From an optimization exercise on the open Yosys and OpenROAD flow, aimed at small area, a short achievable clock period and few clock cycles; shortcuts taken in it are not production practice.
Only simulation tests tie the RTL to the original design; equivalence was not proved.
Power figures rest on the tool's default switching activity, not on a simulated workload.

$ cat design/flow/design.v
package isb_pkg;
   localparam int DEPTH      = 16;
   localparam int WORD_WIDTH = 32;
   localparam logic [1:0] MODE_PUSH    = 2'd0;
   localparam logic [1:0] MODE_POP     = 2'd1;
   localparam logic [1:0] MODE_REMOVE  = 2'd2;
   localparam logic [1:0] MODE_REVERSE = 2'd3;
   localparam logic [2:0] ST_OK    = 3'd0;
   localparam logic [2:0] ST_FULL  = 3'd1;
   localparam logic [2:0] ST_EMPTY = 3'd2;
   localparam logic [2:0] ST_NULL  = 3'd3;
   localparam logic [2:0] ST_RANGE = 3'd4;
endpackage
module indexed_stack_buffer (
   input  logic        clock,
   input  logic        reset,
   input  logic        req_tvalid,
   output logic        req_tready,
   input  logic [39:0] req_tdata,
   output logic        rsp_tvalid,
   input  logic        rsp_tready,
   output logic [39:0] rsp_tdata
);
   localparam int N = isb_pkg::DEPTH;
   logic [4:0]  cnt;
   logic [3:0]  base;
   logic        dir;
   logic [3:0]  ptr  [N];
   logic [31:0] data [N];
   logic [3:0]  top_ptr, free_ptr;
   logic [3:0]  r_top;               
   logic        r_valid;
   logic [1:0]  r_mode;
   logic [31:0] r_value;
   logic        r_vzero;
   logic        r_in_range, r_below_top, r_at_top, r_idx_zero;
   logic [3:0]  r_slot, r_hi, r_ldslot;
   logic        q_valid;
   logic [3:0]  q_slot;
   logic        q_read;
   logic [2:0]  q_status;
   logic [4:0]  q_count;
   logic        h_valid, s_valid;
   logic [39:0] h_data, s_data;
   logic        ready;
   logic accept, adv, q_free, move, take;
   logic inc, dec;
   logic [3:0] base_n, r_top_n;
   logic [3:0] r_up, r_dn, r_end;
   logic [3:0] slot_n, hi_n, ld_n;
   logic [3:0] top_ptr_n, free_ptr_n;
   logic [N-1:0] wen;
   logic [4:0] cnt_n;
   logic       dir_n;
   assign req_tready = ready;
   assign accept     = req_tvalid && ready;
   assign take       = h_valid && rsp_tready;
   always_ff @(posedge clock) begin
      if (accept) begin
         r_mode   <= req_tdata[1:0];
         r_value  <= req_tdata[33:2];
         r_vzero     <= (req_tdata[33:2] == 32'd0);
         r_in_range  <= inc ? ({1'b0, req_tdata[37:34]} <= cnt) :
                        dec ? ({1'b0, req_tdata[37:34]} + 5'd1 < cnt) :
                              ({1'b0, req_tdata[37:34]} < cnt);
         r_below_top <= inc ? ({1'b0, req_tdata[37:34]} < cnt) :
                        dec ? ({1'b0, req_tdata[37:34]} + 5'd2 < cnt) :
                              ({1'b0, req_tdata[37:34]} + 5'd1 < cnt);
         r_at_top    <= inc ? ({1'b0, req_tdata[37:34]} == cnt) :
                        dec ? ({1'b0, req_tdata[37:34]} + 5'd2 == cnt) :
                              ({1'b0, req_tdata[37:34]} + 5'd1 == cnt);
         r_idx_zero  <= (req_tdata[37:34] == 4'd0);
         r_slot      <= slot_n;
         r_hi        <= hi_n;
         r_ldslot    <= ld_n;
      end
   end
   assign rsp_tvalid = h_valid;
   assign rsp_tdata  = h_data;
   logic [1:0]  mode;
   logic [31:0] value;
   logic        is_push, is_pop, is_rm, is_rev;
   logic        vzero, empty, full, in_range;
   logic        push_ok, pop_ok, rm_ok, ok;
   logic [2:0]  status;
   logic [4:0]  cnt_next, last;
   assign mode     = r_mode;
   assign value    = r_value;
   assign is_push  = (mode == isb_pkg::MODE_PUSH);
   assign is_pop   = (mode == isb_pkg::MODE_POP);
   assign is_rm    = (mode == isb_pkg::MODE_REMOVE);
   assign is_rev   = (mode == isb_pkg::MODE_REVERSE);
   assign vzero    = r_vzero;
   assign empty    = (cnt == 5'd0);
   assign full     = cnt[4];
   assign last     = cnt - 5'd1;
   assign in_range = r_in_range;
   assign push_ok = !vzero && !full;
   assign pop_ok  = !empty;
   assign rm_ok   = in_range;
   always_comb begin
      unique case (mode)
         isb_pkg::MODE_PUSH:   status = vzero ? isb_pkg::ST_NULL :
                                        full  ? isb_pkg::ST_FULL : isb_pkg::ST_OK;
         isb_pkg::MODE_POP:    status = empty ? isb_pkg::ST_EMPTY : isb_pkg::ST_OK;
         isb_pkg::MODE_REMOVE: status = empty ? isb_pkg::ST_EMPTY :
                                        in_range ? isb_pkg::ST_OK : isb_pkg::ST_RANGE;
         default:              status = isb_pkg::ST_OK;
      endcase
   end
   assign ok = (status == isb_pkg::ST_OK);
   always_comb begin
      unique case (mode)
         isb_pkg::MODE_PUSH:   cnt_next = push_ok ? (cnt + 5'd1) : cnt;
         isb_pkg::MODE_POP:    cnt_next = pop_ok  ? last : cnt;
         isb_pkg::MODE_REMOVE: cnt_next = rm_ok   ? last : cnt;
         default:              cnt_next = cnt;
      endcase
   end
   logic [3:0] r_idx, r_ld, sh_hi;
   logic [3:0] idx_ptr, up_ptr, dn_ptr, end_ptr, bot_ptr;
   logic       sh_any;
   assign r_idx = r_slot;
   assign idx_ptr = ptr[r_idx];
   assign up_ptr  = ptr[r_up];
   assign dn_ptr  = ptr[r_dn];
   assign end_ptr = ptr[r_end];
   assign bot_ptr = ptr[base];
   assign r_ld   = r_ldslot;
   assign sh_hi  = r_hi;
   assign sh_any = in_range && (dir ? r_below_top : !r_idx_zero);
   assign inc   = adv && is_push && push_ok;
   assign dec   = adv && ((is_pop && pop_ok) || (is_rm && rm_ok));
   assign cnt_n = inc ? (cnt + 5'd1) : dec ? last : cnt;
   logic [3:0] r_up_n, r_dn_n, r_end_n;
   always_comb begin
      base_n  = base;
      dir_n   = dir;
      r_top_n = r_top;
      r_up_n  = r_up;
      r_dn_n  = r_dn;
      r_end_n = r_end;
      if (adv) begin
         unique case (mode)
            isb_pkg::MODE_PUSH: begin
               if (push_ok) begin
                  r_top_n = dir ? (r_top + 4'd1) : (r_top - 4'd1);
                  r_up_n  = dir ? (r_top + 4'd3) : (r_top - 4'd3);
                  r_dn_n  = r_top;
               end
            end
            isb_pkg::MODE_POP: begin
               if (pop_ok) begin
                  r_top_n = r_dn;
                  r_up_n  = dir ? (r_top + 4'd1) : (r_top - 4'd1);
                  r_dn_n  = dir ? (r_top - 4'd2) : (r_top + 4'd2);
               end
            end
            isb_pkg::MODE_REMOVE: begin
               if (rm_ok) begin
                  if (dir) begin
                     r_top_n = r_dn;
                     r_up_n  = r_top + 4'd1;
                     r_dn_n  = r_top - 4'd2;
                  end else begin
                     base_n  = base - 4'd1;
                     r_end_n = base;
                  end
               end
            end
            default: begin
               base_n  = r_top;
               r_top_n = base;
               dir_n   = !dir;
               r_up_n  = dir ? (base - 4'd2) : (base + 4'd2);
               r_dn_n  = dir ? (base + 4'd1) : (base - 4'd1);
               r_end_n = dir ? (r_top + 4'd1) : (r_top - 4'd1);
            end
         endcase
      end
   end
   always_ff @(posedge clock) begin
      if (reset) begin
         cnt   <= 5'd0;
         base  <= 4'd0;
         dir   <= 1'b1;
         r_top <= 4'd15;
         r_up  <= 4'd1;
         r_dn  <= 4'd14;
         r_end <= 4'd15;
      end else begin
         r_up  <= r_up_n;
         r_dn  <= r_dn_n;
         r_end <= r_end_n;
         cnt   <= cnt_n;
         base  <= base_n;
         dir   <= dir_n;
         r_top <= r_top_n;
      end
   end
   always_comb begin
      top_ptr_n  = top_ptr;
      free_ptr_n = free_ptr;
      if (adv) begin
         unique case (mode)
            isb_pkg::MODE_PUSH: begin
               if (push_ok) begin
                  top_ptr_n  = free_ptr;
                  free_ptr_n = up_ptr;
               end
            end
            isb_pkg::MODE_POP: begin
               if (pop_ok) begin
                  top_ptr_n  = dn_ptr;
                  free_ptr_n = top_ptr;
               end
            end
            isb_pkg::MODE_REMOVE: begin
               if (rm_ok) begin
                  if (r_at_top) top_ptr_n = dn_ptr;
                  if (dir || full) free_ptr_n = idx_ptr;
               end
            end
            default: begin
               top_ptr_n  = bot_ptr;
               free_ptr_n = end_ptr;
            end
         endcase
      end
   end
   always_ff @(posedge clock) begin
      if (reset) begin
         top_ptr  <= 4'd15;
         free_ptr <= 4'd0;
      end else begin
         top_ptr  <= top_ptr_n;
         free_ptr <= free_ptr_n;
      end
   end
   always_comb begin
      logic [3:0] idx_in;
      idx_in = req_tdata[37:34];
      slot_n = dir ? (base + idx_in) : (base - idx_in);
      hi_n   = dir ? (r_top - 4'd1) : (base - 4'd1);
      ld_n   = dir ? r_top : base;
      if (adv) begin
         unique case (mode)
            isb_pkg::MODE_PUSH: begin
               if (push_ok) begin
                  hi_n = dir ? r_top : (base - 4'd1);
                  ld_n = dir ? (r_top + 4'd1) : base;
               end
            end
            isb_pkg::MODE_POP: begin
               if (pop_ok) begin
                  hi_n = dir ? (r_top - 4'd2) : (base - 4'd1);
                  ld_n = dir ? (r_top - 4'd1) : base;
               end
            end
            isb_pkg::MODE_REMOVE: begin
               if (rm_ok) begin
                  slot_n = dir ? (base + idx_in) : (base - 4'd1 - idx_in);
                  hi_n   = dir ? (r_top - 4'd2) : (base - 4'd2);
                  ld_n   = dir ? (r_top - 4'd1) : (base - 4'd1);
               end
            end
            default: begin
               slot_n = dir ? (r_top - idx_in) : (r_top + idx_in);
               hi_n   = dir ? (r_top - 4'd1) : (base - 4'd1);
               ld_n   = dir ? r_top : base;
            end
         endcase
      end
   end
   for (genvar p = 0; p < N; p++) begin : g_slot
      logic sh, ld, ge_lo, le_hi;
      assign ge_lo = (4'(p) >= r_idx);
      assign le_hi = (4'(p) <= sh_hi);
      assign sh = adv && is_rm && sh_any &&
                  ((r_idx <= sh_hi) ? (ge_lo && le_hi) : (ge_lo || le_hi));
      assign ld = adv && is_rm && rm_ok && (r_ld == 4'(p));
      always_ff @(posedge clock) begin
         if (reset) begin
            ptr[p] <= 4'(p);
         end else if (sh) begin
            ptr[p] <= ptr[(p + 1) % N];
         end else if (ld) begin
            ptr[p] <= idx_ptr;
         end
      end
      always_ff @(posedge clock) begin
         if (wen[p]) begin
            data[p] <= value;
         end
      end
   end
   always_ff @(posedge clock) begin
      if (adv) begin
         q_slot   <= is_pop ? top_ptr : idx_ptr;
         q_read   <= (is_pop && pop_ok) || (is_rm && rm_ok);
         q_status <= status;
         q_count  <= cnt_next;
      end
   end
   logic [39:0] rsp_next;
   logic        r_valid_in, q_valid_in, h_valid_in, s_valid_in;
   assign rsp_next = {q_count, q_read ? data[q_slot] : 32'd0, q_status};
   always_comb begin
      r_valid_in = accept || (r_valid && !adv);
      q_valid_in = adv || (q_valid && !move);
      h_valid_in = h_valid;
      s_valid_in = s_valid;
      if (take) begin
         if (!s_valid && !move) h_valid_in = 1'b0;
         if (s_valid && !move)  s_valid_in = 1'b0;
      end else if (move) begin
         if (h_valid) s_valid_in = 1'b1;
         else         h_valid_in = 1'b1;
      end
   end
   always_ff @(posedge clock) begin
      if (reset) begin
         r_valid <= 1'b0;
         q_valid <= 1'b0;
         h_valid <= 1'b0;
         s_valid <= 1'b0;
         ready   <= 1'b1;
         wen     <= N'(1);
         move    <= 1'b0;
         q_free  <= 1'b1;
         adv     <= 1'b0;
      end else begin
         r_valid <= r_valid_in;
         q_valid <= q_valid_in;
         h_valid <= h_valid_in;
         s_valid <= s_valid_in;
         ready   <= !r_valid_in || !q_valid_in || !(h_valid_in && s_valid_in);
         move    <= q_valid_in && !(h_valid_in && s_valid_in);
         q_free  <= !q_valid_in || !(h_valid_in && s_valid_in);
         adv     <= r_valid_in && (!q_valid_in || !(h_valid_in && s_valid_in));
         for (int p = 0; p < N; p++) begin
            wen[p] <= (!q_valid_in || !(h_valid_in && s_valid_in)) &&
                      !cnt_n[4] && (free_ptr_n == 4'(p));
         end
      end
   end
   always_ff @(posedge clock) begin
      if (take) begin
         if (s_valid) begin
            h_data <= s_data;
            if (move) s_data <= rsp_next;
         end else if (move) begin
            h_data <= rsp_next;
         end
      end else if (move) begin
         if (h_valid) s_data <= rsp_next;
         else         h_data <= rsp_next;
      end
   end
endmodule
$ cat design/flow/flow/run.sh
#!/bin/bash
# The standard layout, except that the port buffers are buf_4 cells
# instead of the slow delay buffers buffer_ports picks by default. Every
# port still gets its buffer. ORFS's per-step logs stay under orfs/logs;
# make's own output goes to flow_make.log.
set -euo pipefail
export BUFFER_PORTS_ARGS="-buffer_cell sky130_fd_sc_hd__buf_4"
bash standard.sh finish > flow_make.log 2>&1
$ cat design/flow/standard.sh
#!/bin/bash
# synth_recipe.tcl (not shown) runs the flow's synth.tcl, then flattens the netlist and writes it again
# the make line also repeats each setting of config.mk as NAME=value (left out here)
make -C /OpenROAD-flow-scripts/flow DESIGN_CONFIG=/design/flow/config.mk WORK_HOME=/design/flow/orfs CLKGATE_MAP_FILE= SYNTH_SCRIPT=/design/flow/synth_recipe.tcl "${@:-finish}"
$ cat design/flow/config.mk
export PLATFORM = sky130hd
export DESIGN_NAME = indexed_stack_buffer
export DESIGN_NICKNAME = indexed_stack_buffer
export VERILOG_FILES = /design/flow/design.v
export SDC_FILE = /design/flow/constraint.sdc
export NUM_CORES = 4
export LEC_CHECK = 0
export CAP_MARGIN = 20
export CORE_MARGIN = 2
export CORE_UTILIZATION = 55
export CTS_CLUSTER_DIAMETER = 60
export CTS_CLUSTER_SIZE = 20
export SETUP_SLACK_MARGIN = 2.2
export SLEW_MARGIN = 20
$ cat design/flow/constraint.sdc
create_clock -name core_clock -period 5.0 [get_ports {clock}]
set_input_delay 1.0000 -clock core_clock [delete_from_list [all_inputs] [get_ports {clock}]]
set_output_delay 1.0000 -clock core_clock [all_outputs]
set_load 0.01 [all_outputs]
==> metrics.csv, run 1 <==
stage;metric;value;unit
sta;Max Clock Freq;359;MHz
sta;Final Hold Slack;0.458;ns
critical_path;Critical Path AT;3.32;ns
floorplanning;die footprint;66600;µm²
yosys;synth top area cells;edfxtp_1, dfxtp_1, a22oi_1;
yosys;top-area cell type share of the netlist area;55.5;%
sta;total negative slack;0;ns
pwr;Power Density;362;nW/µm²
min_path;Hold Path Class;reg2reg;
job;maxcap violations;0;
yosys;post-synthesis simple-gate area fraction;10.2;%
global_routing;gr usage total;34.4;%
floorplanning;Core ar.;64100;µm²
finish;filler cell count;5014;
routing;vias;26200;
sta;fin crit period;2.79;ns
clock_tree;Root Buffer;clkbuf_16;
routing;DR vias/cell;6.95;
finish;share of cells above drive strength 1;16.9;%
pwr;Sw Share;27.8;%
global_routing;vias in the first global route;24700;
routing;DRT antenna net count;0;
sta;final hold vios;0;
status;status;timing/DRC/antenna clean;
critical_path;worst setup path category;reg2reg;
yosys;EDFF count, synth;656;
pwr;Combinational Power Share;15.9;%
floorplanning;initial core utilization;55.3;%
sta;Final WS setup;2.21;ns
sta;Final Setup Violations;0;
yosys;Netlist cell types;95;
clock_tree;htree depth;2;
global_routing;grt ovf;0;
yosys;Mapped Area;35500;µm²
routing;DRC Markers;0;
yosys;Synth async-reset ratio;0;%
critical_path;critical-path cell list;inv_1 > ha_1 > buf_12 > or3b_4 > nor2_2 > o21ai_0 > a31oi_1 > a211oi_4 > buf_4 > nand2b_2 > nor3_1;
critical_path;Worst setup startpoint;r_mode[0]$_DFFE_PP_;
critical_path;required time worst endpoint;5.53;ns
yosys;mux contribution to synthesized area;4.08;%
placed_design;buffers added on ports;83;
routing;TritonRoute pass-1 iters;8;
yosys;fraction of the mapped netlist area in adder cells;2.81;%
global_routing;first-pass GRT wire length;168;mm
routing;final wirelength;117;mm
yosys;main combinational cell family by area after synthesis;compound AO/OA/AOI/OAI gates;
sta;Worst Tran Pin Value;1.11;ns
yosys;syn_nets;2928;
placed_design;estimated wirelength of the detail-placed design;67.5;mm
critical_path;CP startpoint kind;flop;
clock_tree;CTS Sinks;777;
sta;fin. max-slew vios;0;
yosys;Avg Synthesized Cell Area;12.6;µm²
placed_design;GP Congestion;1.01;
floorplanning;Die Y;258;µm
yosys;Yosys top cell by area;edfxtp_1;
pwr;Sw Pwr;4.00;mW
finish;multi-input logic area;12800;µm²
critical_path;critical path's slowest cell;or3b_4;
critical_path;Worst R2R Setup Slack;2.21;ns
finish;commonest non-fill, non-tap cell in the layout;edfxtp_1;
sta;Final period util;55.8;%
placed_design;Setup WS pre-CTS;1.33;ns
critical_path;Worst Setup EP;wen[2]$_SDFF_PP0_;
routing;Wirelength per Cell;31.1;µm
pwr;Max VDD drop;0.000278;V
critical_path;CP endpoint kind;flop;
critical_path;RR Startpoint;r_mode[0]$_DFFE_PP_;
sta;Layout Skew;0.0280;ns
critical_path;depth of the most critical reg-to-reg path;11;
floorplanning;chip width;258;µm
yosys;compound-cell area share of the yosys netlist;16.6;%
critical_path;biggest cell delay along the critical path;0.43;ns
yosys;post-synthesis xor/xnor area fraction;0.913;%
critical_path;CP max FO;22;
sta;RSZ-0062 raised after global routing;yes;
finish;Seq. cell area;22200;µm²
global_routing;largest net degree at the start of global routing;51;
finish;most frequent cells in the layout;edfxtp_1, a22oi_1, buf_4;
clock_tree;CTS tree;built;
pwr;sequential share of power;52.5;%
yosys;Top FF cell, synth;edfxtp_1;
yosys;Gate Count Post-Synth;2825;
pwr;cell internal pwr;10.4;mW
critical_path;RR Endpoint;wen[2]$_SDFF_PP0_;
sta;Slew headroom;25.4;%
yosys;flops & latches, synth;777;
floorplanning;num ports;86;
clock_tree;CTS Buffer Depth;3;
clock_tree;Reg clk slew, reported paths;0.08;ns
clock_tree;hold buffers post-CTS;0;
floorplanning;Cell Rows;93;
clock_tree;Num CTS Buffers;54;
clock_tree;Skew-Pair Late Insertion Delay;0.63;ns
global_routing;initial antenna violation count;3;
pwr;clock power share;31.6;%
routing;number of DRC markers in iteration 0;3724;
pwr;Leak Pwr;13.4;nW
yosys;YS warnings;3;
yosys;post-synthesis sequential area ratio;62.4;%
finish;# diodes;0;
finish;Final nets;2985;
finish;Layout Area Growth over Synthesis;11.8;%
[sequential cells by signal, summed over array words and instances, names as in the netlist, 5 cells and up]
name,count
data,512
ptr,64
h_data,40
s_data,40
r_value,32
wen,16
cnt,5
q_count,5
[power groups by stage]
| stage | logic, mW | clock network (mW) | registers [mW] |
|---|---|---|---|
| 2_1_floorplan | 1.32 | 0 | 7.60 |
| 3_3_place_gp | 1.97 | 0 | 7.70 |
| 3_5_place_dp | 2.00 | 0 | 7.71 |
| 4_1_cts | 2.17 | 4.58 | 7.52 |
| 5_1_grt | 2.43 | 4.82 | 7.56 |
| 6_report | 2.28 | 4.54 | 7.54 |
[worst max-delay path: cells and delay by family (launching register included)]
family                     cells  cell delay, ns
and+or+nand+nor                4            1.01
AOI/OAI and AO/OA              3            0.53
buffers and inverters          3            0.51
DFF                            1            0.41
adders and majority gates      1            0.23
[final cells by class]
cell class	count	area share, %
Multi-Input combinational cell	1778	32.3
Tap cell	855	2.70
Inverter	64	0.624
Sequential cell	777	55.9
Timing Repair Buffer	207	4.16
Clock inverter	25	0.839
Clock buffer	59	3.51
[through the flow]
step | area (µm²) | total power [mW] | util (%) | instances
2_1_floorplan | 35500 | 8.92 | - | 2825
3_3_place_gp | 37000 | 9.67 | 57.7 | 3628
3_5_place_dp | 37000 | 9.71 | 57.7 | 3628
4_1_cts | 39300 | 14.3 | 61.3 | 3752
5_1_grt | 39700 | 14.8 | 61.9 | 3765
6_report | 39700 | 14.4 | 61.9 | 3765
[repair_timing]
item	4_1_cts	5_1_grt
endpoints found under the setup margin	156	88
pin swaps	6	11
cloned	0	1
resized for setup	64	68
buffers inserted	40	12
[cell usage after synthesis, types with 16 or more instances]
cell type	instances
clkbuf_1	136
nor3_1	47
dfxtp_1	121
nand2b_1	25
maj3_1	22
a31oi_1	19
nand3b_1	24
o22ai_1	17
and3_1	31
a22oi_1	197
a221oi_1	53
a22o_1	31
a21oi_1	160
o211ai_1	17
nand3_1	69
nand4_1	55
nor2b_1	30
ha_1	54
o21ai_0	116
o311a_1	16
o31ai_1	30
a211oi_1	18
o221ai_1	26
inv_1	60
nor2_1	157
xnor2_1	29
nand2_1	155
buf_1	29
mux2_2	48
mux2i_1	78
buf_2	41
edfxtp_1	656
[cell families after synthesis]
| logic type | after synthesis |
|---|---|
| AOI/OAI and AO/OA | 836 |
| xor gates and xnor gates | 37 |
| adders and majority gates | 81 |
| buffers and inverters | 271 |
| DFF | 777 |
| muxes | 132 |
| and+or+nand+nor | 691 |
[how the worst min path moves through the flow]
stage | from | end | slack (ns) | cells past startpoint
2_1_floorplan | q_status[0]$_DFFE_PP_ | s_data[0]$_DFFE_PP_ | 0.42 | 0
3_3_place_gp | q_status[2]$_DFFE_PP_ | s_data[2]$_DFFE_PP_ | 0.43 | 0
3_5_place_dp | q_status[0]$_DFFE_PP_ | s_data[0]$_DFFE_PP_ | 0.44 | 0
4_1_cts | q_status[0]$_DFFE_PP_ | s_data[0]$_DFFE_PP_ | 0.46 | 0
5_1_grt | q_count[2]$_DFFE_PP_ | s_data[37]$_DFFE_PP_ | 0.46 | 0
6_report | q_status[0]$_DFFE_PP_ | s_data[0]$_DFFE_PP_ | 0.46 | 0
[per-layer routing]
metal	wire, µm	GRT usage (%)	up-vias
li1	-	-	11200
met1	45400	46.6	13100
met2	54200	55.0	1515
met3	11400	5.71	301
met4	6020	15.3	2
met5	16	0	-
Testbench counts, summed over its fixed seeds: cycles 16,032.
==> run 2, diff against run 1 <==
--- a/design/flow/config.mk
+++ b/design/flow/config.mk
@@ -10,5 +10,5 @@
 export CORE_UTILIZATION = 55
 export CTS_CLUSTER_DIAMETER = 60
 export CTS_CLUSTER_SIZE = 20
-export SETUP_SLACK_MARGIN = 2.2
+export SETUP_SLACK_MARGIN = 2.0
 export SLEW_MARGIN = 20
==> run 2 against run 1 <==
Effect of this change:
- wire length down 1.9%
- clock power down 4.6%
- die area unchanged
- hold slack worse by 0.0077 ns
==> metrics.csv, run 2 <==
stage;metric;value;unit;change
clock_tree;CTS tree;built;;
yosys;post-synthesis sequential area ratio;62.4;%;unchanged
floorplanning;Die Y;258;µm;unchanged
placed_design;Placed Cells;3631;;+0.083%
finish;most frequent cells in the layout;edfxtp_1, a22oi_1, buf_4;;
routing;vias;25900;;-0.91%
clock_tree;Root Buffer;clkbuf_16;;
finish;Top Registers;data (512), ptr (64);;
finish;share of cells above drive strength 1;14.9;%;-2.0 points
sta;Slew headroom;22.7;%;-2.7 points
floorplanning;Core ar.;64100;µm²;unchanged
sta;Worst Tran Pin Value;1.16;ns;+0.0491 ns
clock_tree;Reg clk slew, reported paths;0.08;ns;about the same
placed_design;Setup WS pre-CTS;1.40;ns;+0.0655 ns
floorplanning;die footprint;66600;µm²;unchanged
sta;final hold vios;0;;unchanged
job;maxcap violations;0;;unchanged
routing;DRT antenna net count;0;;unchanged
sta;Final WS setup;2.07;ns;-0.138 ns
routing;DR vias/cell;6.92;;-0.46%
finish;# diodes;0;;unchanged
yosys;Netlist cell types;95;;unchanged
critical_path;biggest cell delay along the critical path;0.53;ns;+0.10 ns
yosys;top-area cell type share of the netlist area;55.5;%;unchanged
global_routing;gr usage total;33.9;%;-0.49 points
yosys;EDFF count, synth;656;;unchanged
yosys;flops & latches, synth;777;;unchanged
yosys;Gate Count Post-Synth;2825;;unchanged
clock_tree;htree depth;2;;unchanged
min_path;Hold Path Class;reg2reg;;
sta;total negative slack;0;ns;unchanged
pwr;sequential share of power;53.8;%;+1.3 points
sta;Final period util;58.5;%;+2.8 points
finish;Most flops, register;data;;
pwr;Sw Pwr;3.91;mW;-2.3%
routing;number of DRC markers in iteration 0;3365;;-9.6%
sta;RSZ-0062 raised after global routing;yes;;
pwr;Leak Pwr;13.2;nW;-1.7%
global_routing;vias in the first global route;24700;;-0.18%
yosys;Mapped Area;35500;µm²;unchanged
sta;fin crit period;2.93;ns;+0.138 ns
finish;max FFs per register;512;;unchanged
yosys;top post-synthesis cells by count;edfxtp_1, a22oi_1, a21oi_1;;
finish;fin area;39100;µm²;-1.4%
finish;filler cell count;5064;;+1.0%
routing;top sig layer;met4;;
clock_tree;CTS Buffer Depth;3;;unchanged
pwr;Total Power;14.0;mW;-2.3%
pwr;Max VDD drop;0.000351;V;+26%
critical_path;critical path's slowest cell;edfxtp_1;;
finish;final core occ;61.0;%;-0.88 points
floorplanning;chip width;258;µm;unchanged
floorplanning;num ports;86;;unchanged
placed_design;Post-DP Area;37000;µm²;about the same
routing;TritonRoute pass-1 iters;6;;-2
finish;final cell count without fillers;3748;;-0.45%
critical_path;CP startpoint kind;flop;;
pwr;Sw Share;27.8;%;about the same
yosys;top-count cell post-synth;edfxtp_1;;
critical_path;Critical Path AT;3.48;ns;+0.16 ns
sta;Final Setup Violations;0;;unchanged
yosys;Yosys top cell by area;edfxtp_1;;
yosys;Top FF cell, synth;edfxtp_1;;
clock_tree;CTS Sinks;777;;unchanged
sta;Max Clock Freq;342;MHz;-4.7%
pwr;clock power share;30.8;%;-0.8 points
floorplanning;initial core utilization;55.3;%;unchanged
finish;Layout Area Growth over Synthesis;10.2;%;
critical_path;CP max FO;17;;-23%
routing;final wirelength;115;mm;-1.9%
sta;Layout Skew;0.0303;ns;+0.00226 ns
pwr;cell internal pwr;10.1;mW;-2.3%
routing;met2 routed wirelength;53.2;mm;-1.8%
global_routing;initial antenna violation count;0;;-3
global_routing;grt ovf;0;;unchanged
clock_tree;hold buffers post-CTS;0;;unchanged
critical_path;critical-path cell list;buf_4 > and4b_1 > a2111o_1 > a22o_1 > a221o_1 > nor3_4 > a21boi_2 > and4_1;;
placed_design;GP Congestion;0.967;;-4.0%
routing;met1 WL;44.7;mm;-1.7%
sta;fin. max-slew vios;0;;unchanged
critical_path;worst setup path category;reg2reg;;
yosys;Synth async-reset ratio;0;%;unchanged
floorplanning;Cell Rows;93;;unchanged
routing;Wirelength per Cell;30.6;µm;-1.5%
finish;Final nets;2963;;-0.74%
yosys;synth top area cells;edfxtp_1, dfxtp_1, a22oi_1;;
critical_path;required time worst endpoint;5.55;ns;+0.02 ns
clock_tree;Num CTS Buffers;53;;-1.9%
sta;Final Hold Slack;0.451;ns;-0.00772 ns
global_routing;largest net degree at the start of global routing;61;;+20%
pwr;Combinational Power Share;15.4;%;-0.5 points
routing;DRC Markers;0;;unchanged
placed_design;estimated wirelength of the detail-placed design;67.1;mm;-0.64%
critical_path;CP endpoint kind;flop;;
routing;met3 wire length;10.7;mm;-6.2%
finish;commonest non-fill, non-tap cell in the layout;edfxtp_1;;
clock_tree;Skew-Pair Late Insertion Delay;0.64;ns;about the same
pwr;Power Density;359;nW/µm²;-0.88%
yosys;YS warnings;3;;unchanged
global_routing;first-pass GRT wire length;166;mm;-1.2%
yosys;syn_nets;2928;;unchanged
placed_design;buffers added on ports;83;;unchanged
status;status;timing/DRC/antenna clean;;
yosys;Avg Synthesized Cell Area;12.6;µm²;unchanged
run 2: power by group through the flow:
stage	combinational [mW]	clock [mW]	sequential, mW
after floorplan	1.32	0	7.60
after global placement	1.97	0	7.69
after detailed placement	2.00	0	7.71
after CTS	2.10	4.39	7.53
after global routing	2.30	4.61	7.57
final	2.16	4.33	7.54
run 2: what timing repair did:
action / 4_1_cts / 5_1_grt
setup endpoints to repair: 90 / 59
gates resized for setup: 24 / 24
pin swaps: 2 / 2
setup buffers: 21 / 8
gates cloned: 0 / 0
run 2: cell families after synthesis:
family	count (synthesis)	synth area share, %
AO/OA/AOI/OAI	836	16.6
adder cells (fa/ha/maj)	81	2.81
buffers and inverters	271	3.03
AND/OR/NAND/NOR	691	10.2
XOR/XNOR	37	0.913
multiplexers	132	4.08
flip-flops	777	62.4
run 2: worst max-delay path, delay by kind of cell, from the launching register on:
family / cells / cell delay, ns
simple gates: 3 / 0.67
compound gates: 4 / 1.36
flops: 1 / 0.53
buf+inv: 1 / 0.28
run 2: layout make-up:
cell class	count	area, µm²	area share (%)
Sequential cell	777	22200	56.7
Tap cell	855	1070	2.74
Inverter	64	244	0.624
Clock buffer	62	1390	3.56
Multi-Input combinational cell	1777	12500	32.0
Clock inverter	26	275	0.704
Timing Repair Buffer	187	1440	3.69
run 2: routing by layer:
metal / vias to the layer above / GRT usage [%]
met1: 12900 / 45.5
met4: 0 / 16.0
met3: 338 / 5.47
li1: 11200 / -
met5: - / 0
met2: 1501 / 54.3
run 2: path summary, 6_finish.rpt:
kind                            slack, ns  depth (start not counted)                  start                  end
worst max-delay path                 2.07                          8    r_slot[1]$_DFFE_PP_    wen[1]$_SDFF_PP0_
worst min-delay path                 0.45                          0  q_status[2]$_DFFE_PP_  s_data[2]$_DFFE_PP_
worst max register to register       2.07                          8    r_slot[1]$_DFFE_PP_    wen[1]$_SDFF_PP0_
worst min register to register       0.45                          0  q_status[2]$_DFFE_PP_  s_data[2]$_DFFE_PP_
==> run 3, diff against run 2 <==
--- a/design/flow/config.mk
+++ b/design/flow/config.mk
@@ -10,5 +10,5 @@
 export CORE_UTILIZATION = 55
 export CTS_CLUSTER_DIAMETER = 60
 export CTS_CLUSTER_SIZE = 20
-export SETUP_SLACK_MARGIN = 2.0
+export SETUP_SLACK_MARGIN = 2.35
 export SLEW_MARGIN = 20
==> run 3 against run 2 <==
Effect of this change:
- largest power group unchanged
- area after synthesis stayed put
- sequential power hardly changed
- clock skew is 0.0051 ns lower
- clock-buffer cell count is 3 lower
- critical path depth is 2 higher
- combinational power is 12% higher
- highest routed layer is now met5
==> metrics.csv, run 3 <==
stage;metric;value;unit;change
status;status;timing/DRC/antenna clean;;
clock_tree;Num CTS Buffers;54;;+1.9%
critical_path;CP max FO;6;;-11
yosys;synth top area cells;edfxtp_1, dfxtp_1, a22oi_1;;
clock_tree;Skew-Pair Late Insertion Delay;0.64;ns;about the same
yosys;Mapped Area;35500;µm²;unchanged
finish;commonest non-fill, non-tap cell in the layout;edfxtp_1;;
routing;DRT antenna net count;0;;unchanged
routing;number of DRC markers in iteration 0;3658;;+8.7%
sta;total negative slack;0;ns;unchanged
min_path;hold path depth;0;;unchanged
floorplanning;Die Y;258;µm;unchanged
yosys;top-count cell post-synth;edfxtp_1;;
finish;most frequent cells in the layout;edfxtp_1, buf_4, a22oi_1;;
yosys;Netlist cell types;95;;unchanged
global_routing;initial antenna violation count;3;;+3
floorplanning;die footprint;66600;µm²;unchanged
critical_path;crit-path leading delay family;compound AO/OA/AOI/OAI gates;;
sta;Layout Skew;0.0251;ns;-0.00512 ns
global_routing;vias in the first global route;24800;;+0.39%
yosys;Avg Synthesized Cell Area;12.6;µm²;unchanged
pwr;Max VDD drop;0.000305;V;-13%
routing;top sig layer;met5;;
pwr;Total Power;14.5;mW;+3.2%
finish;Top Registers;data (512), ptr (64);;
finish;max FFs per register;512;;unchanged
yosys;top-area cell type share of the netlist area;55.5;%;unchanged
clock_tree;Root Buffer;clkbuf_16;;
floorplanning;num ports;86;;unchanged
yosys;top post-synthesis cells by count;edfxtp_1, a22oi_1, a21oi_1;;
routing;Wirelength per Cell;30.8;µm;+0.62%
clock_tree;CTS tree;built;;
global_routing;gr usage total;34.6;%;+0.67 points
floorplanning;initial core utilization;55.3;%;unchanged
critical_path;WP depth;10;;+2
critical_path;Critical Path AT;3.22;ns;-0.26 ns
sta;fin crit period;2.70;ns;-0.231 ns
routing;final wirelength;117;mm;+2.2%
clock_tree;Reg clk slew, reported paths;0.08;ns;about the same
critical_path;depth of the most critical reg-to-reg path;10;;+2
clock_tree;htree depth;2;;unchanged
routing;met1 WL;45.7;mm;+2.2%
sta;Worst Tran Pin Value;1.05;ns;-0.113 ns
critical_path;required time worst endpoint;5.52;ns;-0.03 ns
critical_path;worst setup path category;reg2reg;;
placed_design;estimated wirelength of the detail-placed design;66.9;mm;-0.31%
global_routing;first-pass GRT wire length;168;mm;+1.5%
sta;Final period util;53.9;%;-4.6 points
yosys;flops & latches, synth;777;;unchanged
floorplanning;Core ar.;64100;µm²;unchanged
yosys;post-synthesis sequential area ratio;62.4;%;unchanged
placed_design;buffers added on ports;83;;unchanged
finish;Layout Area Growth over Synthesis;13.9;%;
job;maxcap violations;0;;unchanged
routing;vias;26400;;+1.9%
sta;fin. max-slew vios;0;;unchanged
sta;final hold vios;0;;unchanged
finish;share of cells above drive strength 1;19.7;%;+4.8 points
yosys;Synth async-reset ratio;0;%;unchanged
routing;DR vias/cell;6.93;;+0.26%
routing;TritonRoute pass-1 iters;6;;unchanged
critical_path;CP endpoint kind;flop;;
sta;Max Clock Freq;371;MHz;+8.6%
floorplanning;Cell Rows;93;;unchanged
clock_tree;CTS Sinks;777;;unchanged
routing;DRC Markers;0;;unchanged
clock_tree;CTS Buffer Depth;3;;unchanged
critical_path;biggest cell delay along the critical path;0.44;ns;-0.09 ns
sta;Final Setup Violations;0;;unchanged
floorplanning;chip width;258;µm;unchanged
yosys;EDFF count, synth;656;;unchanged
yosys;Top FF cell, synth;edfxtp_1;;
yosys;syn_nets;2928;;unchanged
sta;Slew headroom;29.7;%;+7.0 points
critical_path;critical-path cell list;buf_6 > buf_12 > nor2b_4 > a2111o_1 > a22o_4 > a221o_1 > nor3_4 > buf_4 > a21oi_2 > and4_1;;
yosys;Gate Count Post-Synth;2825;;unchanged
pwr;Power Density;358;nW/µm²;-0.14%
finish;Most flops, register;data;;
finish;Final nets;3026;;+2.1%
pwr;Leak Pwr;13.7;nW;+4.0%
sta;RSZ-0062 raised after global routing;yes;;
critical_path;critical path's slowest cell;a2111o_1;;
global_routing;grt ovf;0;;unchanged
routing;met3 wire length;11.1;mm;+3.6%
yosys;YS warnings;3;;unchanged
placed_design;GP Congestion;0.998;;+3.1%
yosys;Yosys top cell by area;edfxtp_1;;
critical_path;CP startpoint kind;flop;;
critical_path;CP Buf/Inv Count;3;;+2
routing;met2 routed wirelength;54.6;mm;+2.6%
global_routing;largest net degree at the start of global routing;67;;+9.8%
min_path;Hold Path Class;reg2reg;;
-- run 3: cell counts after synthesis --
Identical to the previous run, type by type.
-- run 3: path summary, 6_finish.rpt --
check                                     startpoint                    to  slack, ns
worst max-delay path             r_slot[1]$_DFFE_PP_     wen[9]$_SDFF_PP0_       2.30
worst min-delay path            q_count[4]$_DFFE_PP_  s_data[39]$_DFFE_PP_       0.45
worst max register to register   r_slot[1]$_DFFE_PP_     wen[9]$_SDFF_PP0_       2.30
worst min register to register  q_count[4]$_DFFE_PP_  s_data[39]$_DFFE_PP_       0.45
-- run 3: where the power goes --
part	switching (mW)	leakage, nW	internal (mW)
registers	0.235	7.02	7.30
clock network	2.29	0.839	2.21
logic	1.50	5.89	0.931
total	4.03	13.7	10.4
-- run 3: cell families (layout without fill, tap and decap cells) --
| logic type | after synthesis | after routing | share of synthesized area, % |
|---|---|---|---|
| and+or+nand+nor | 691 | 691 | 10.2 |
| buffers and inverters | 271 | 396 | 3.03 |
| xor gates and xnor gates | 37 | 37 | 0.913 |
| adders and majority gates | 81 | 81 | 2.81 |
| other | 0 | 2 | 0 |
| AOI/OAI and AO/OA | 836 | 837 | 16.6 |
| muxes | 132 | 132 | 4.08 |
| DFF | 777 | 777 | 62.4 |
-- run 3: repair_timing --
action,CTS,global route
pin swaps,11,32
gates cloned,1,2
buffers inserted,48,46
resized for setup,116,101
endpoints found under the setup margin,186,114
hold buffers,0,0
-- run 3: routing by layer --
layer | global-route usage [%] | vias up
li1 | - | 11300
met1 | 46.5 | 13100
met2 | 55.8 | 1622
met3 | 5.37 | 341
met4 | 15.5 | 2
met5 | 0 | -
-- run 3: cell type report --
class | count | area, µm²
inverter | 64 | 258
fill | 4912 | 23700
clock buffer | 59 | 1370
sequential | 777 | 22200
multi-input combinational | 1778 | 13100
tap | 855 | 1070
antenna | 2 | 5.00
timing repair buffer | 248 | 2130
clock inverter | 25 | 349
-- run 3: worst register-to-register path, cell delays in order, from the launching register on --
cell and delay (ns):
edfxtp_1 0.42, buf_6 0.16, buf_12 0.13, nor2b_4 0.12, a2111o_1 0.44, a22o_4 0.27
a221o_1 0.34, nor3_4 0.30, buf_4 0.17, a21oi_2 0.04, and4_1 0.21
-- run 3: metrics by stage --
stage	hold WS [ns]	util [%]	setup slack, ns	instances	cell area, µm²
2_1_floorplan	0.422	-	2.36	2825	35500
6_report	0.452	63.0	2.30	3808	40400
5_1_grt	0.462	63.0	2.23	3806	40400
3_5_place_dp	0.443	57.7	1.49	3625	37000
4_1_cts	0.460	61.8	2.34	3758	39600
3_3_place_gp	0.434	57.7	1.55	3625	37000
==> run 4, diff against run 3 <==
--- a/design/flow/config.mk
+++ b/design/flow/config.mk
@@ -7,8 +7,8 @@
 export LEC_CHECK = 0
 export CAP_MARGIN = 20
 export CORE_MARGIN = 2
-export CORE_UTILIZATION = 55
+export CORE_UTILIZATION = 65
 export CTS_CLUSTER_DIAMETER = 60
 export CTS_CLUSTER_SIZE = 20
-export SETUP_SLACK_MARGIN = 2.35
+export SETUP_SLACK_MARGIN = 2.2
 export SLEW_MARGIN = 20
==> run 4 against run 3 <==
Effect of this change:
- global-route usage up 4.6 points
- still clean
- largest cell class unchanged
- fmax fell by 6.5%
- non-clock buffer count down 30
- clock-buffer cell count fell by 1
- core utilization up 10 points
- first-iteration DRC count increased by 9.0%
- register-to-register slack worse by 0.19 ns
- critical path depth shrank 3
- flip-flop and latch count did not move
- sequential power about the same
- cell count shrank 5.2%
==> metrics.csv, run 4 <==
stage;metric;value;unit;change
pwr;Sw Share;27.5;%;-0.31 points
placed_design;Post-DP Area;36800;µm²;-0.46%
finish;fin area;39400;µm²;-2.5%
sta;Max Clock Freq;347;MHz;-6.5%
yosys;top-area cell type share of the netlist area;55.5;%;unchanged
routing;DR vias/cell;7.35;;+6.0%
finish;Layout Area Growth over Synthesis;11.0;%;
critical_path;worst setup path category;reg2reg;;
min_path;hold path depth;0;;unchanged
yosys;flops & latches, synth;777;;unchanged
routing;Wirelength per Cell;31.1;µm;+0.87%
min_path;Hold Path Class;reg2reg;;
critical_path;biggest cell delay along the critical path;0.68;ns;+0.24 ns
yosys;syn_nets;2928;;unchanged
yosys;Mapped Area;35500;µm²;unchanged
critical_path;depth of the most critical reg-to-reg path;7;;-3
routing;final wirelength;112;mm;-4.4%
yosys;Yosys top cell by area;edfxtp_1;;
yosys;Netlist cell types;95;;unchanged
floorplanning;Die Y;238;µm;-7.9%
clock_tree;CTS tree;built;;
sta;Final Setup Violations;0;;unchanged
floorplanning;chip width;238;µm;-7.9%
global_routing;vias in the first global route;25200;;+1.6%
placed_design;GP Congestion;1.02;;+2.4%
critical_path;RR Startpoint;r_end[2]$_SDFFE_PP1P_;;
finish;max FFs per register;512;;unchanged
job;maxcap violations;0;;unchanged
pwr;Max VDD drop;0.000275;V;-9.9%
finish;Top Registers;data (512), ptr (64);;
pwr;Leak Pwr;13.4;nW;-2.2%
global_routing;initial antenna violation count;2;;-1
clock_tree;Skew-Pair Late Insertion Delay;0.64;ns;about the same
floorplanning;num ports;86;;unchanged
sta;Worst Tran Pin Value;1.27;ns;+0.225 ns
routing;TritonRoute pass-1 iters;8;;+2
critical_path;CP startpoint kind;flop;;
floorplanning;Core ar.;53900;µm²;-16%
routing;number of DRC markers in iteration 0;3987;;+9.0%
finish;final cell count without fillers;3610;;-5.2%
placed_design;Setup WS pre-CTS;1.63;ns;+0.147 ns
floorplanning;initial core utilization;65.8;%;+10 points
yosys;Top FF cell, synth;edfxtp_1;;
pwr;Power Density;361;nW/µm²;+0.70%
placed_design;estimated wirelength of the detail-placed design;64.8;mm;-3.1%
routing;DRT antenna net count;0;;unchanged
critical_path;Critical Path AT;3.42;ns;+0.20 ns
finish;most frequent cells in the layout;edfxtp_1, buf_4, a22oi_1;;
critical_path;CP endpoint kind;flop;;
critical_path;critical-path cell list;nor2_1 > a31o_2 > a31oi_1 > o221ai_1 > o221ai_1 > nand3_2 > o41ai_2;;
finish;final core occ;73.0;%;+10 points
yosys;Synth async-reset ratio;0;%;unchanged
min_path;worst hold path endpoint;s_data[0]$_DFFE_PP_;;
finish;filler cell count;3509;;-29%
finish;Most flops, register;data;;
critical_path;Crit path top cell by count;o221ai_1;;
routing;vias;26500;;+0.52%
pwr;Combinational Power Share;15.8;%;-1.0 points
routing;DRC Markers;0;;unchanged
critical_path;required time worst endpoint;5.54;ns;+0.02 ns
clock_tree;Reg clk slew, reported paths;0.09;ns;about the same
sta;fin. max-slew vios;0;;unchanged
critical_path;Worst R2R Setup Slack;2.12;ns;-0.19 ns
sta;RSZ-0062 raised after global routing;yes;;
sta;Final WS setup;2.12;ns;-0.189 ns
critical_path;RR Endpoint;wen[0]$_SDFF_PP1_;;
sta;fin crit period;2.88;ns;+0.189 ns
pwr;Sw Pwr;3.91;mW;-3.0%
pwr;cell internal pwr;10.3;mW;-1.4%
sta;final hold vios;0;;unchanged
clock_tree;CTS Buffer Depth;3;;unchanged
yosys;synth top area cells;edfxtp_1, dfxtp_1, a22oi_1;;
yosys;Gate Count Post-Synth;2825;;unchanged
finish;commonest non-fill, non-tap cell in the layout;edfxtp_1;;
yosys;top-count cell post-synth;edfxtp_1;;
status;status;timing/DRC/antenna clean;;
sta;total negative slack;0;ns;unchanged
clock_tree;hold buffers post-CTS;0;;unchanged
floorplanning;die footprint;56500;µm²;-15%
yosys;YS warnings;3;;unchanged
pwr;sequential share of power;53.2;%;+1.1 points
yosys;EDFF count, synth;656;;unchanged
yosys;post-synthesis sequential area ratio;62.4;%;unchanged
pwr;clock power share;31.0;%;about the same
clock_tree;Root Buffer;clkbuf_16;;
clock_tree;Num CTS Buffers;52;;-3.7%
finish;Final nets;2993;;-1.1%
sta;Final period util;57.7;%;+3.8 points
critical_path;critical path's slowest cell;dfxtp_2;;
global_routing;gr usage total;39.1;%;+4.6 points
yosys;Avg Synthesized Cell Area;12.6;µm²;unchanged
global_routing;largest net degree at the start of global routing;69;;+3.0%
sta;Slew headroom;15.4;%;-14 points
placed_design;Placed Cells;3473;;-4.2%
critical_path;CP max FO;24;;+18
global_routing;grt ovf;0;;unchanged
placed_design;buffers added on ports;83;;unchanged
sta;Layout Skew;0.0285;ns;+0.00340 ns
global_routing;first-pass GRT wire length;162;mm;-3.9%
finish;share of cells above drive strength 1;16.5;%;-3.1 points
min_path;hold_sp;q_status[0]$_DFFE_PP_;;
yosys;top post-synthesis cells by count;edfxtp_1, a22oi_1, a21oi_1;;
clock_tree;htree depth;2;;unchanged
clock_tree;CTS Sinks;777;;unchanged
floorplanning;Cell Rows;85;;-8.6%
[run 4: what timing repair did]
action	CTS	global route
pin swaps	5	9
endpoints found under the hold margin	0	0
setup buffers	24	35
gates resized for setup	43	64
setup endpoints to repair	141	110
[run 4: per-layer routing]
layer | wire length [µm] | global-route usage (%) | share of wire (%) | up-vias
met5 | 0 | 0 | 0 | -
met4 | 7560 | 22.0 | 6.7 | 0
met3 | 13900 | 8.62 | 12 | 460
met2 | 51600 | 62.2 | 46 | 2058
met1 | 39100 | 50.3 | 35 | 12800
li1 | - | - | - | 11200
[run 4: worst max path at each step]
stage	from	endpoint
global placement	base[1]$_SDFFE_PP0P_	r_slot[3]$_DFFE_PP_
floorplan	dir$_SDFFE_PP1P_	r_slot[3]$_DFFE_PP_
detailed placement	cnt[1]$_SDFFE_PP0P_	wen[0]$_SDFF_PP1_
global route	r_end[1]$_SDFFE_PP1P_	wen[0]$_SDFF_PP1_
CTS	cnt[1]$_SDFFE_PP0P_	wen[0]$_SDFF_PP1_
finish	r_end[2]$_SDFFE_PP1P_	wen[0]$_SDFF_PP1_
[run 4: layout make-up]
cell class                 instances  area [µm²]  area share [%]
multi-input combinational       1777       12700            32.2
tap                              696         871            2.21
clock inverter                    19         308           0.782
sequential                       777       22200            56.3
antenna                            1        2.50         0.00636
inverter                          64         248           0.629
timing repair buffer             218        1760            4.47
clock buffer                      58        1350            3.42
[run 4: through the flow]
| step | hold slack [ns] | power [mW] |
|---|---|---|
| floorplan | 0.422 | 8.92 |
| global route | 0.473 | 14.6 |
| finish | 0.452 | 14.2 |
| global placement | 0.430 | 9.61 |
| CTS | 0.457 | 14.0 |
| detailed placement | 0.437 | 9.67 |
[run 4: power groups by stage]
stage | Clock [mW] | Sequential, mW | Combinational (mW)
finish | 4.40 | 7.56 | 2.25
global route | 4.61 | 7.57 | 2.38
CTS | 4.41 | 7.55 | 2.07
detailed placement | 0 | 7.72 | 1.95
global placement | 0 | 7.70 | 1.91
floorplan | 0 | 7.60 | 1.32
[run 4: logic make-up after synthesis]
group / after synthesis / share of synthesized area (%)
compound gates: 836 / 16.6
flops: 777 / 62.4
xor+xnor: 37 / 0.913
fa+ha+maj: 81 / 2.81
mux: 132 / 4.08
buf+inv: 271 / 3.03
simple gates: 691 / 10.2
[run 4: critical path, delay by kind of cell, from the launching register on]
family	cells	cell delay, ns
simple gates	2	0.50
compound gates	5	1.61
flops	1	0.68
==> run 5, diff against run 4 <==
--- a/design/flow/config.mk
+++ b/design/flow/config.mk
@@ -7,8 +7,8 @@
 export LEC_CHECK = 0
 export CAP_MARGIN = 20
 export CORE_MARGIN = 2
-export CORE_UTILIZATION = 65
+export CORE_UTILIZATION = 50
 export CTS_CLUSTER_DIAMETER = 60
 export CTS_CLUSTER_SIZE = 20
-export SETUP_SLACK_MARGIN = 2.2
+export SETUP_SLACK_MARGIN = 2.4
 export SLEW_MARGIN = 20
==> run 5 against run 4 <==
Effect of this change:
- synthesized cell count did not move
- still clean
- global-route usage fell by 7.8 points
- largest power group unchanged
- fmax rose by 3.5%
- first-iteration DRC count fell by 12%
- design area rose by 4.7%
- clock skew rose by 0.0074 ns
- highest routed layer unchanged
- via count rose by 0.78%
- worst setup slack improved by 0.097 ns
- core utilization fell by 14 points
- wire length rose by 7.0%
- register-to-register slack improved by 0.097 ns
==> metrics.csv, run 5 <==
stage;metric;value;unit;change
finish;Most flops, register;data;;
critical_path;worst setup path category;reg2reg;;
sta;RSZ-0062 raised after global routing;yes;;
clock_tree;htree depth;2;;unchanged
routing;met3 wire length;10.8;mm;-22%
yosys;Gate Count Post-Synth;2825;;unchanged
routing;met2 routed wirelength;56.1;mm;+8.7%
yosys;main combinational cell family by area after synthesis;compound AO/OA/AOI/OAI gates;;
clock_tree;CTS Sinks;777;;unchanged
clock_tree;Root Buffer;clkbuf_16;;
critical_path;required time worst endpoint;5.53;ns;about the same
floorplanning;initial core utilization;50.6;%;-15 points
finish;filler cell count;5693;;+62%
routing;TritonRoute pass-1 iters;6;;-2
sta;Layout Skew;0.0360;ns;+0.00742 ns
sta;final hold vios;0;;unchanged
sta;Final WS setup;2.21;ns;+0.0965 ns
global_routing;largest net degree at the start of global routing;51;;-26%
sta;total negative slack;0;ns;unchanged
floorplanning;Cell Rows;97;;+14%
critical_path;CP endpoint kind;flop;;
yosys;mux contribution to synthesized area;4.08;%;unchanged
routing;final wirelength;120;mm;+7.0%
critical_path;Worst R2R Setup Slack;2.21;ns;+0.10 ns
pwr;Leak Pwr;14.1;nW;+5.0%
routing;met1 WL;46.9;mm;+20%
clock_tree;hold buffers post-CTS;0;;unchanged
pwr;Max VDD drop;0.000326;V;+19%
routing;vias;26700;;+0.78%
finish;Top Registers;data (512), ptr (64);;
job;maxcap violations;0;;unchanged
clock_tree;Num CTS Buffers;58;;+12%
placed_design;estimated wirelength of the detail-placed design;68.6;mm;+5.9%
pwr;Power Density;364;nW/µm²;+0.95%
min_path;Hold Path Class;reg2reg;;
finish;most frequent cells in the layout;edfxtp_1, buf_4, a22oi_1;;
finish;final core occ;58.8;%;-14 points
finish;share of cells above drive strength 1;21.2;%;+4.7 points
yosys;flops & latches, synth;777;;unchanged
critical_path;Critical Path AT;3.32;ns;-0.10 ns
status;status;timing/DRC/antenna clean;;
global_routing;vias in the first global route;25200;;-0.064%
yosys;post-synthesis simple-gate area fraction;10.2;%;unchanged
sta;Final period util;55.8;%;-1.9 points
routing;DR vias/cell;6.78;;-7.8%
yosys;synth top area cells;edfxtp_1, dfxtp_1, a22oi_1;;
yosys;EDFF count, synth;656;;unchanged
yosys;Synth async-reset ratio;0;%;unchanged
yosys;top-count cell post-synth;edfxtp_1;;
routing;DRC Markers;0;;unchanged
finish;max FFs per register;512;;unchanged
yosys;top post-synthesis cells by count;edfxtp_1, a22oi_1, a21oi_1;;
critical_path;CP max FO;9;;-63%
routing;number of DRC markers in iteration 0;3513;;-12%
routing;Wirelength per Cell;30.4;µm;-2.1%
placed_design;buffers added on ports;83;;unchanged
critical_path;RR Endpoint;wen[9]$_SDFF_PP0_;;
sta;fin. max-slew vios;0;;unchanged
yosys;Netlist cell types;95;;unchanged
floorplanning;die footprint;73100;µm²;+29%
clock_tree;Reg clk slew, reported paths;0.08;ns;about the same
floorplanning;num ports;86;;unchanged
yosys;Avg Synthesized Cell Area;12.6;µm²;unchanged
yosys;syn_nets;2928;;unchanged
placed_design;GP Congestion;0.981;;-4.0%
yosys;Yosys top cell by area;edfxtp_1;;
yosys;Mapped Area;35500;µm²;unchanged
critical_path;depth of the most critical reg-to-reg path;8;;+1
clock_tree;CTS Buffer Depth;3;;unchanged
sta;fin crit period;2.79;ns;-0.0965 ns
min_path;hold_sp;q_status[0]$_DFFE_PP_;;
routing;top sig layer;met4;;
global_routing;gr usage total;31.4;%;-7.8 points
floorplanning;chip width;270;µm;+14%
yosys;post-synthesis xor/xnor area fraction;0.913;%;unchanged
sta;Slew headroom;33.5;%;+18 points
finish;multi-input logic area;13200;µm²;+4.0%
min_path;hold path depth;0;;unchanged
finish;commonest non-fill, non-tap cell in the layout;edfxtp_1;;
sta;Max Clock Freq;359;MHz;+3.5%
critical_path;CP startpoint kind;flop;;
critical_path;RR Startpoint;r_slot[2]$_DFFE_PP_;;
placed_design;Setup WS pre-CTS;1.34;ns;-0.288 ns
finish;Seq. cell area;22200;µm²;about the same
global_routing;grt ovf;0;;unchanged
global_routing;initial antenna violation count;1;;-1
sta;Final Setup Violations;0;;unchanged
floorplanning;Core ar.;70100;µm²;+30%
global_routing;first-pass GRT wire length;170;mm;+5.0%
yosys;YS warnings;3;;unchanged
yosys;top-area cell type share of the netlist area;55.5;%;unchanged
floorplanning;Die Y;270;µm;+14%
yosys;fraction of the mapped netlist area in adder cells;2.81;%;unchanged
yosys;compound-cell area share of the yosys netlist;16.6;%;unchanged
sta;Final Hold Slack;0.454;ns;+0.00165 ns
yosys;post-synthesis sequential area ratio;62.4;%;unchanged
finish;Final nets;3070;;+2.6%
routing;DRT antenna net count;0;;unchanged
sta;Worst Tran Pin Value;0.988;ns;-0.282 ns
clock_tree;Skew-Pair Late Insertion Delay;0.67;ns;+0.03 ns
min_path;worst hold path endpoint;s_data[0]$_DFFE_PP_;;
finish;Layout Area Growth over Synthesis;16.2;%;
yosys;Top FF cell, synth;edfxtp_1;;
clock_tree;CTS tree;built;;
-- run 5: final cells by class --
type                    instances  share of cell area [%]
flip-flops and latches        777                    53.8
multi-input cells            1783                    32.0
repair buffers                283                    6.02
clock buffers                  67                    3.65
well taps                     940                    2.85
clock inverters                32                    1.10
inverters                      64                   0.613
diodes                          1                 0.00607
-- run 5: layer usage --
layer / up-vias / GRT usage, %
met2: 1534 / 51.2
met4: 0 / 14.0
met3: 346 / 3.94
met5: - / 0
met1: 13400 / 42.3
li1: 11400 / -
-- run 5: worst max path at each step --
stage	slack, ns	end	start
finish	2.21	wen[9]$_SDFF_PP0_	r_slot[2]$_DFFE_PP_
global route	2.15	wen[0]$_SDFF_PP1_	r_end[3]$_SDFFE_PP1P_
CTS	2.31	wen[9]$_SDFF_PP0_	r_slot[3]$_DFFE_PP_
detailed placement	1.34	wen[3]$_SDFF_PP0_	r_slot[1]$_DFFE_PP_
global placement	1.45	wen[3]$_SDFF_PP0_	r_slot[1]$_DFFE_PP_
floorplan	2.40	r_slot[3]$_DFFE_PP_	base[1]$_SDFFE_PP0P_
-- run 5: repair_timing --
action	CTS	global route
gates cloned	4	6
endpoints found under the hold margin	0	0
setup buffers	73	43
resized for setup	148	87
setup endpoints to repair	190	118
pin swaps	22	38
-- run 5: logic make-up (layout without fill, tap and decap cells) --
kind of cell    after synthesis  count (layout)
fa+ha+maj                    81              81
flops                       777             777
compound gates              836             837
xor+xnor                     37              37
other cells                   0               1
mux                         132             132
buf+inv                     271             446
simple gates                691             696
-- run 5: metrics by stage --
stage          total power, mW  std cells  instance area [µm²]
2_1_floorplan             8.93       2825                35500
3_3_place_gp              9.69       3721                37200
3_5_place_dp              9.74       3721                37200
4_1_cts                   14.8       3897                40400
5_1_grt                   15.5       3946                41200
6_report                  15.0       3947                41200
-- run 5: worst max-delay path, stage by stage, from the launching register on --
cell and delay, ns:
edfxtp_1 0.56, clkinv_1 0.36, a2111o_1 0.47, a22o_4 0.27, a221o_1 0.36, nor3_4 0.22
buf_4 0.16, a21oi_2 0.04, and4_1 0.23
-- run 5: where the power goes --
group          switching (mW)  internal [mW]  leakage, nW
clock                    2.50           2.38        0.948
sequential              0.230           7.30         7.02
combinational            1.58           1.02         6.15
==> run 6, diff against run 5 <==
--- a/design/flow/config.mk
+++ b/design/flow/config.mk
@@ -7,8 +7,8 @@
 export LEC_CHECK = 0
 export CAP_MARGIN = 20
 export CORE_MARGIN = 2
-export CORE_UTILIZATION = 50
+export CORE_UTILIZATION = 55
 export CTS_CLUSTER_DIAMETER = 60
 export CTS_CLUSTER_SIZE = 20
-export SETUP_SLACK_MARGIN = 2.4
+export SETUP_SLACK_MARGIN = 2.5
 export SLEW_MARGIN = 20
==> run 6 against run 5 <==
Effect of this change:
- still clean
- clock power is 7.0% lower
- combinational power is 4% higher
- critical path type unchanged
- clock-buffer cell count is 3 lower
==> metrics.csv, run 6 <==
stage;metric;value;unit;change
status;status;timing/DRC/antenna clean;;
routing;DRT antenna net count;0;;unchanged
placed_design;GP Congestion;0.934;;-4.7%
sta;fin. max-slew vios;0;;unchanged
clock_tree;Skew-Pair Late Insertion Delay;0.67;ns;about the same
critical_path;RR Startpoint;r_slot[3]$_DFFE_PP_;;
pwr;Max VDD drop;0.000336;V;+3.0%
sta;Slew headroom;29.2;%;-4.4 points
clock_tree;CTS Sinks;777;;unchanged
critical_path;worst setup path category;reg2reg;;
routing;vias;26600;;-0.36%
global_routing;gr usage total;34.8;%;+3.4 points
global_routing;initial antenna violation count;1;;unchanged
routing;number of DRC markers in iteration 0;3612;;+2.8%
floorplanning;Cell Rows;93;;-4.1%
clock_tree;Root Buffer;clkbuf_16;;
yosys;Yosys top cell by area;edfxtp_1;;
routing;Wirelength per Cell;30.8;µm;+1.2%
yosys;EDFF count, synth;656;;unchanged
min_path;Hold Path Class;reg2reg;;
sta;Final period util;54.7;%;-1.1 points
critical_path;CP startpoint kind;flop;;
placed_design;buffers added on ports;83;;unchanged
sta;total negative slack;0;ns;unchanged
routing;DR vias/cell;6.87;;+1.4%
clock_tree;CTS tree;built;;
yosys;Avg Synthesized Cell Area;12.6;µm²;unchanged
yosys;YS warnings;3;;unchanged
floorplanning;Die Y;258;µm;-4.6%
yosys;Mapped Area;35500;µm²;unchanged
sta;fin crit period;2.74;ns;-0.0528 ns
yosys;synth top area cells;edfxtp_1, dfxtp_1, a22oi_1;;
clock_tree;hold buffers post-CTS;0;;unchanged
yosys;Netlist cell types;95;;unchanged
global_routing;grt ovf;0;;unchanged
placed_design;estimated wirelength of the detail-placed design;66.0;mm;-3.7%
floorplanning;die footprint;66600;µm²;-9.0%
floorplanning;initial core utilization;55.3;%;+4.8 points
finish;filler cell count;4732;;-17%
yosys;top-area cell type share of the netlist area;55.5;%;unchanged
pwr;Leak Pwr;14.2;nW;+0.83%
critical_path;CP max FO;5;;-4
sta;final hold vios;0;;unchanged
finish;Final nets;3096;;+0.85%
clock_tree;Reg clk slew, reported paths;0.08;ns;about the same
critical_path;CP endpoint kind;flop;;
clock_tree;CTS Buffer Depth;3;;unchanged
yosys;Top FF cell, synth;edfxtp_1;;
finish;most frequent cells in the layout;edfxtp_1, buf_4, a22oi_1;;
critical_path;required time worst endpoint;5.54;ns;about the same
global_routing;first-pass GRT wire length;170;mm;about the same
sta;Final Setup Violations;0;;unchanged
placed_design;Post-DP Area;37100;µm²;-0.14%
global_routing;vias in the first global route;25000;;-0.84%
finish;max FFs per register;512;;unchanged
yosys;syn_nets;2928;;unchanged
yosys;Gate Count Post-Synth;2825;;unchanged
floorplanning;Core ar.;64100;µm²;-8.6%
finish;fin area;41600;µm²;+1.0%
floorplanning;num ports;86;;unchanged
yosys;top-count cell post-synth;edfxtp_1;;
job;maxcap violations;0;;unchanged
finish;Top Registers;data (512), ptr (64);;
finish;Most flops, register;data;;
pwr;Power Density;355;nW/µm²;-2.5%
finish;commonest non-fill, non-tap cell in the layout;edfxtp_1;;
sta;Worst Tran Pin Value;1.05;ns;+0.0647 ns
finish;Layout Area Growth over Synthesis;17.4;%;
critical_path;Worst setup startpoint;r_slot[3]$_DFFE_PP_;;
critical_path;Critical Path AT;3.28;ns;-0.04 ns
min_path;hold_sp;q_status[1]$_DFFE_PP_;;
finish;# diodes;0;;-1
sta;RSZ-0062 raised after global routing;yes;;
global_routing;largest net degree at the start of global routing;52;;+2.0%
yosys;post-synthesis sequential area ratio;62.4;%;unchanged
yosys;top post-synthesis cells by count;edfxtp_1, a22oi_1, a21oi_1;;
sta;Max Clock Freq;366;MHz;+1.9%
sta;Layout Skew;0.0384;ns;+0.00246 ns
clock_tree;htree depth;2;;unchanged
clock_tree;Num CTS Buffers;54;;-6.9%
routing;final wirelength;119;mm;-0.56%
finish;share of cells above drive strength 1;24.0;%;+2.8 points
routing;TritonRoute pass-1 iters;6;;unchanged
floorplanning;chip width;258;µm;-4.6%
yosys;flops & latches, synth;777;;unchanged
routing;DRC Markers;0;;unchanged
yosys;Synth async-reset ratio;0;%;unchanged
run 6: cell count changes in the layout (fill, tap and decap cells not counted), sizes merged:
cell / before / now
clkbuf: 71 / 69
and4bb: 8 / 6
clkinvlp: 2 / 6
inv: 75 / 69
clkinv: 17 / 11
buf: 276 / 309
diode: 1 / 0
bufinv: 2 / 1
nor2: 158 / 157
bufbuf: 3 / 2
run 6: cell families after synthesis:
group / share of synthesized area (%)
AOI/OAI and AO/OA: 16.6
DFF: 62.4
and+or+nand+nor: 10.2
buffers and inverters: 3.03
muxes: 4.08
adders and majority gates: 2.81
xor gates and xnor gates: 0.913
run 6: path summary, 6_finish.rpt:
path                         endpoint  slack (ns)  depth (start not counted)
hold reg to reg   s_data[1]$_DFFE_PP_        0.46                          0
setup / recovery    wen[9]$_SDFF_PP0_        2.26                          9
setup reg to reg    wen[9]$_SDFF_PP0_        2.26                          9
hold / removal    s_data[1]$_DFFE_PP_        0.46                          0
run 6: where the power goes:
part           leakage (nW)  switching [mW]  total [mW]  internal [mW]
Combinational          6.37            1.61        2.71           1.11
Clock                 0.841            2.36        4.54           2.18
Sequential             7.02           0.223        7.52           7.30
run 6: metrics by stage:
| step | setup slack [ns] | total power [mW] | hold slack, ns | utilization, % | instances |
|---|---|---|---|---|---|
| floorplan | 2.50 | 8.95 | 0.422 | - | 2825 |
| global placement | 1.68 | 9.69 | 0.433 | 57.9 | 3632 |
| detailed placement | 1.70 | 9.72 | 0.434 | 57.9 | 3632 |
| CTS | 2.27 | 14.4 | 0.455 | 62.9 | 3811 |
| global route | 2.20 | 15.2 | 0.465 | 65.0 | 3879 |
| finish | 2.26 | 14.8 | 0.456 | 65.0 | 3879 |
run 6: what timing repair did:
item	in CTS	in global routing
endpoints found under the setup margin	187	122
pin swaps	37	81
buffers inserted	87	61
resized for setup	175	181
gates cloned	5	7
run 6: final cells by class:
| class | count | area, µm² | share of cell area, % |
|---|---|---|---|
| inverters | 64 | 275 | 0.661 |
| flip-flops and latches | 777 | 22200 | 53.3 |
| clock buffers | 64 | 1430 | 3.43 |
| repair buffers | 316 | 2860 | 6.87 |
| well taps | 855 | 1070 | 2.57 |
| multi-input cells | 1780 | 13500 | 32.4 |
| clock inverters | 23 | 318 | 0.763 |
run 6: critical path, cell delays in order, from the launching register on:
cell	delay [ns]
edfxtp_1	0.52
mux2_4	0.34
a2111o_1	0.43
a22o_1	0.22
buf_12	0.15
a221o_1	0.33
nor3_4	0.22
buf_4	0.17
a21oi_4	0.04
and4_1	0.20
run 6: metal layers:
layer / track usage [%] / share of wire [%] / up-vias
met1: 47.8 / 39 / 13200
met4: 16.0 / 5.2 / 2
li1: - / - / 11500
met3: 5.50 / 10 / 326
met5: 0 / 0.011 / -
met2: 54.9 / 46 / 1629

## port drivers added, routing unchanged
In the flow no input, the clock included, has a driving cell. The finished layouts below were timed again as built, in two steps.
Step 1, drivers: a clkbuf_16 drives clock and a buf_2 each remaining input, both assumed.
Step 2 also shifts input and output timing later by t, the mid clock arrival at the registers, as if the neighbouring blocks saw the same clock.
a / b / c = no drivers / after step 1 / after step 2; a / b = the first two.
run | t, ns | slack for setup (ns) | latest minus earliest clock arrival (ns)
run 1 | 0.677 | 2.211 / 2.211 / 1.691 | 0.031 / 0.031
run 2 | 0.684 | 2.073 / 2.073 / 1.761 | 0.036 / 0.036
run 3 | 0.691 | 2.304 / 2.304 / 1.774 | 0.027 / 0.028
run 4 | 0.686 | 2.115 / 2.115 / 1.857 | 0.031 / 0.032
run 5 | 0.717 | 2.212 / 2.212 / 1.737 | 0.036 / 0.036
run 6 | 0.708 | 2.265 / 2.265 / 1.801 | 0.045 / 0.044
After both steps setup and hold are still met in every run listed. The setup slack of run 3, which loses most, moves by 0.000 ns with the drivers and by -0.530 ns with both steps.
